This is an optimization exercise on Yosys and OpenROAD, whose aim is small area, a short achievable clock period and few clock cycles per item, not a production implementation.
Where RTL was checked, it was by simulation tests only, not by an equivalence proof against the original.
Power figures rest on the tool's default switching activity, not on a simulated workload.

run X:
Design image_rotate_scatter_address, start of the top module:
module image_rotate_scatter_address
#(
    parameter int unsigned PIXEL_BITS = 32
) (
    input  logic                  i_clk,
    input  logic                  i_rst_n,
    input  logic                  i_cfg_wr_en,
    input  logic [IDX_W-1:0]      i_cfg_index,
    input  logic [CFG_W-1:0]      i_cfg_wdata,
    input  logic                  i_in_valid,
    output logic                  o_in_stall,
    input  logic [PIXEL_BITS-1:0] i_pixel_in,
    input  logic                  i_frame_start,
    output logic                  o_out_valid,
    input  logic                  i_out_stall,
    output logic [PIXEL_BITS-1:0] o_pixel_out,
    output logic [POS_W-1:0]      o_dest_col,
    output logic [POS_W-1:0]      o_dest_row,
    output logic [ADDR_W-1:0]     o_byte_address,
    output logic                  o_frame_last,
    output logic                  o_bad_rotation
);
clock: 10.0 ns
lec_check: 0
cap_margin: 20
core_margin: 2
core_utilization: 55
setup_slack_margin: 5
slew_margin: 20
tns_end_percent: 100
standard.sh (not shown) runs the stock make flow with config.mk's settings and CLKGATE_MAP_FILE= SYNTH_SCRIPT=/design/flow/synth_recipe.tcl, a recipe that flattens the netlist after the stock synthesis.
==> flow/flow/run.sh <==
#!/bin/bash
set -euo pipefail
bash standard.sh SETUP_SLACK_MARGIN=7 'BUFFER_PORTS_ARGS=-buffer_cell sky130_fd_sc_hd__buf_2' finish > flow_make.log 2>&1
Testbench counts of run X, summed over its fixed seeds: cycles 36,510, items 35,658.
> inputs changed (run X -> run M)
Settings: CORE_UTILIZATION now 50, was 55.
### Flow results
Run M went all the way through synthesis, placement and routing and the layout is clean on timing, DRC and antenna.
Highest metal layer with signal wires = met4: run M; highest metal layer with signal wires = met5: run X
Multi-input logic portion of the cell area in run M vs run X: down 0.61 points
Run M vs run X: clock latency at the later pin of the worst-skew pair up in run M
Taking run X as the reference point, the tap cell instance count of run M rises by 43.
Against run X, run M reports a maximum achievable frequency that is higher.
Run X ended up with r_a_addr as its launching element of the worst setup path; run M ended up with r_b_k.

---

Another version of the RTL of image_rotate_scatter_address (not shown whole).
Size in the first run: roughly 250 flip-flops, ~140 I/O pins, roughly 0.014 mm^2 of cells after synthesis.
==> flow/config.mk <==
export PLATFORM = sky130hd
export DESIGN_NAME = image_rotate_scatter_address
export DESIGN_NICKNAME = image_rotate_scatter_address
export VERILOG_FILES = /design/flow/design.v
export SDC_FILE = /design/flow/constraint.sdc
export NUM_CORES = 4
export LEC_CHECK = 0
export CAP_MARGIN = 20
export CORE_MARGIN = 2
export CORE_UTILIZATION = 45
export SETUP_SLACK_MARGIN = 5
export SLEW_MARGIN = 20
export TNS_END_PERCENT = 0
==> flow/constraint.sdc <==
create_clock -name core_clock -period 10.0 [get_ports {i_clk}]
set_input_delay 2.0000 -clock core_clock [delete_from_list [all_inputs] [get_ports {i_clk}]]
set_output_delay 2.0000 -clock core_clock [all_outputs]
set_load 0.01 [all_outputs]
==> flow/flow/run.sh <==
#!/bin/bash
set -euo pipefail
CTS='-sink_clustering_enable -repair_clock_nets -dont_use_dummy_load'
bash standard.sh SETUP_SLACK_MARGIN=7.5 'BUFFER_PORTS_ARGS=-buffer_cell sky130_fd_sc_hd__buf_2' "CTS_ARGS=$CTS" finish > flow_make.log 2>&1
The baseline finished with timing, DRC and antenna clean.
Then changed:
==> flow/flow/run.sh (replaced) <==
#!/bin/bash
set -euo pipefail
CTS='-sink_clustering_enable -repair_clock_nets -dont_use_dummy_load'
bash standard.sh SETUP_SLACK_MARGIN=7 'BUFFER_PORTS_ARGS=-buffer_cell sky130_fd_sc_hd__buf_2' "CTS_ARGS=$CTS" finish > flow_make.log 2>&1
The changed run ran to the end with no violations; power is unchanged; sequential power barely changes; cell count is unchanged; cell area stays the same; via count does not change; clock power is about the same; routed wire length stays the same; register-to-register slack barely changes; first-iteration DRC count is unchanged; synthesized cell count stays the same; synthesized area stays the same.
No run of this note included a check of the RTL's function; only the layout flow was run.

---

== wip/umber ==
Another version of the RTL of image_rotate_scatter_address (not shown whole).
Size: roughly 250 flip-flops, about 140 I/O pins, about 14000 um^2 of cells after synthesis.
clock: 10.0 ns
lec_check: 0
cap_margin: 20
core_margin: 2
core_utilization: 55
setup_slack_margin: 5
slew_margin: 20
tns_end_percent: 10
==> flow/flow/run.sh <==
#!/bin/bash
set -euo pipefail
CTS='-sink_clustering_enable -repair_clock_nets -dont_use_dummy_load -sink_clustering_size 25 -sink_clustering_max_diameter 100 -buf_list {sky130_fd_sc_hd__clkbuf_16}'
bash standard.sh SETUP_SLACK_MARGIN=7 'BUFFER_PORTS_ARGS=-buffer_cell sky130_fd_sc_hd__buf_2' "CTS_ARGS=$CTS" finish > flow_make.log 2>&1
wip/umber: done, clean on timing, DRC and antenna
The following lists how wip/cedar was set up differently from wip/umber:
==> flow/flow/run.sh <==
#!/bin/bash
set -euo pipefail
CTS='-sink_clustering_enable -repair_clock_nets -dont_use_dummy_load -sink_clustering_size 25 -sink_clustering_max_diameter 100 -buf_list {sky130_fd_sc_hd__clkbuf_16}'
bash standard.sh SETUP_SLACK_MARGIN=8 'BUFFER_PORTS_ARGS=-buffer_cell sky130_fd_sc_hd__buf_2' "CTS_ARGS=$CTS" finish > flow_make.log 2>&1
--- a/flow/config.mk
+++ b/flow/config.mk
@@ -11,3 +11,3 @@
 export SETUP_SLACK_MARGIN = 5
 export SLEW_MARGIN = 20
-export TNS_END_PERCENT = 10
+export TNS_END_PERCENT = 0
## What came out
- wip/cedar and wip/umber all finish clean.
- Per the comparison of wip/cedar with wip/umber, count of instances resized after the clock tree is built fell by about 66%, cell count after synthesis now sits at about the same level, wire length of the first global-routing pass went down about 2.4%, final cycle utilization of the critical path flat.
- wip/cedar against wip/umber: overall routed net length fell about 2.4%, final standard cell area without fillers down 450 um^2, global-route usage dropped 0.72 points, net switching power of the design went down by 2.9%.
The following lists how wip/harbor was set up differently from wip/cedar:
==> flow/flow/run.sh <==
#!/bin/bash
set -euo pipefail
CTS='-sink_clustering_enable -repair_clock_nets -dont_use_dummy_load -sink_clustering_size 30 -sink_clustering_max_diameter 120 -buf_list {sky130_fd_sc_hd__clkbuf_16}'
bash standard.sh SETUP_SLACK_MARGIN=7 'BUFFER_PORTS_ARGS=-buffer_cell sky130_fd_sc_hd__buf_2' "CTS_ARGS=$CTS" finish > flow_make.log 2>&1
### Flow results
In the tables for wip/harbor and wip/cedar, number of clock buffer instances in the layout reads higher with wip/cedar. [diff] overall power consumption, wip/harbor relative to wip/cedar: improvement. wip/harbor and wip/cedar ended up with nearly the same routed wire length. wip/harbor against wip/cedar: cell area after layout fell 0.40%, layout buffering overhead excluding clock cells has remained practically unchanged.
## Diff of input files: wip/nickel against wip/harbor
==> flow/flow/run.sh <==
#!/bin/bash
set -euo pipefail
CTS='-sink_clustering_enable -repair_clock_nets -dont_use_dummy_load -sink_clustering_size 25 -sink_clustering_max_diameter 100 -buf_list {sky130_fd_sc_hd__clkbuf_16}'
bash standard.sh SETUP_SLACK_MARGIN=7 'BUFFER_PORTS_ARGS=-buffer_cell sky130_fd_sc_hd__buf_2' "CTS_ARGS=$CTS" finish > flow_make.log 2>&1
Notes after the runs:
Per the comparison of wip/nickel with wip/harbor, buffers inserted during post-CTS setup optimization decreased by 1 relative to the old numbers; setup slack increased by 0.013 ns relative to the old numbers; via count rose 47; number of nets in the layout held; clock buffer count from CTS went up. wip/nickel against wip/harbor; design area is up slightly. wip/nickel against wip/harbor; internal power component is up by a few percent. On clock transition at the register clock pins on the worst setup and hold paths after CTS: between wip/harbor and wip/nickel, it ends up lower for wip/nickel. The aggregate routed wire length was comparable across wip/harbor and wip/nickel.
No run of this note included a check of the RTL's function; only the layout flow was run.

[what the ideal ports hide]
The flow's constraints put no driver on any port. The routed layouts listed below were extracted and timed again, unchanged, in two steps. Step 1 (the two cells are an assumption about what drives the block):
set clk [get_ports {i_clk}]
set_driving_cell -lib_cell sky130_fd_sc_hd__clkbuf_16 $clk
set_driving_cell -lib_cell sky130_fd_sc_hd__buf_2 [delete_from_list [all_inputs] $clk]
Step 2 adds t to the input delays and takes it off the output delays; t is the mean of the earliest and latest rising clock arrival at the registers after step 1. Input paths then give back, and output paths get back, about the clock's delay inside the block. Three values: no drivers, after step 1, after step 2; two values: the first two.
run | shift t [ns] | slack for setup (ns) | worst setup path at the end | pins driven straight from the clock port
run X | 0.585 | 6.453 / 6.453 / 6.172 | input to register | 1
run M | 0.605 | 6.510 / 6.510 / 6.209 | input to register | 1
the first run of note 2 | 0.584 | 6.357 / 6.357 / 5.957 | input to register | 1
the second run of note 2 | 0.584 | 6.357 / 6.357 / 5.957 | input to register | 1
wip/umber | 0.535 | 6.580 / 6.580 / 6.254 | input to register | 1
wip/cedar | 0.532 | 6.580 / 6.580 / 6.085 | input to register | 1
wip/harbor | 0.524 | 6.567 / 6.567 / 6.106 | input to register | 1
wip/nickel | 0.532 | 6.580 / 6.580 / 6.085 | input to register | 1
After both steps setup and hold are still met in every run listed.
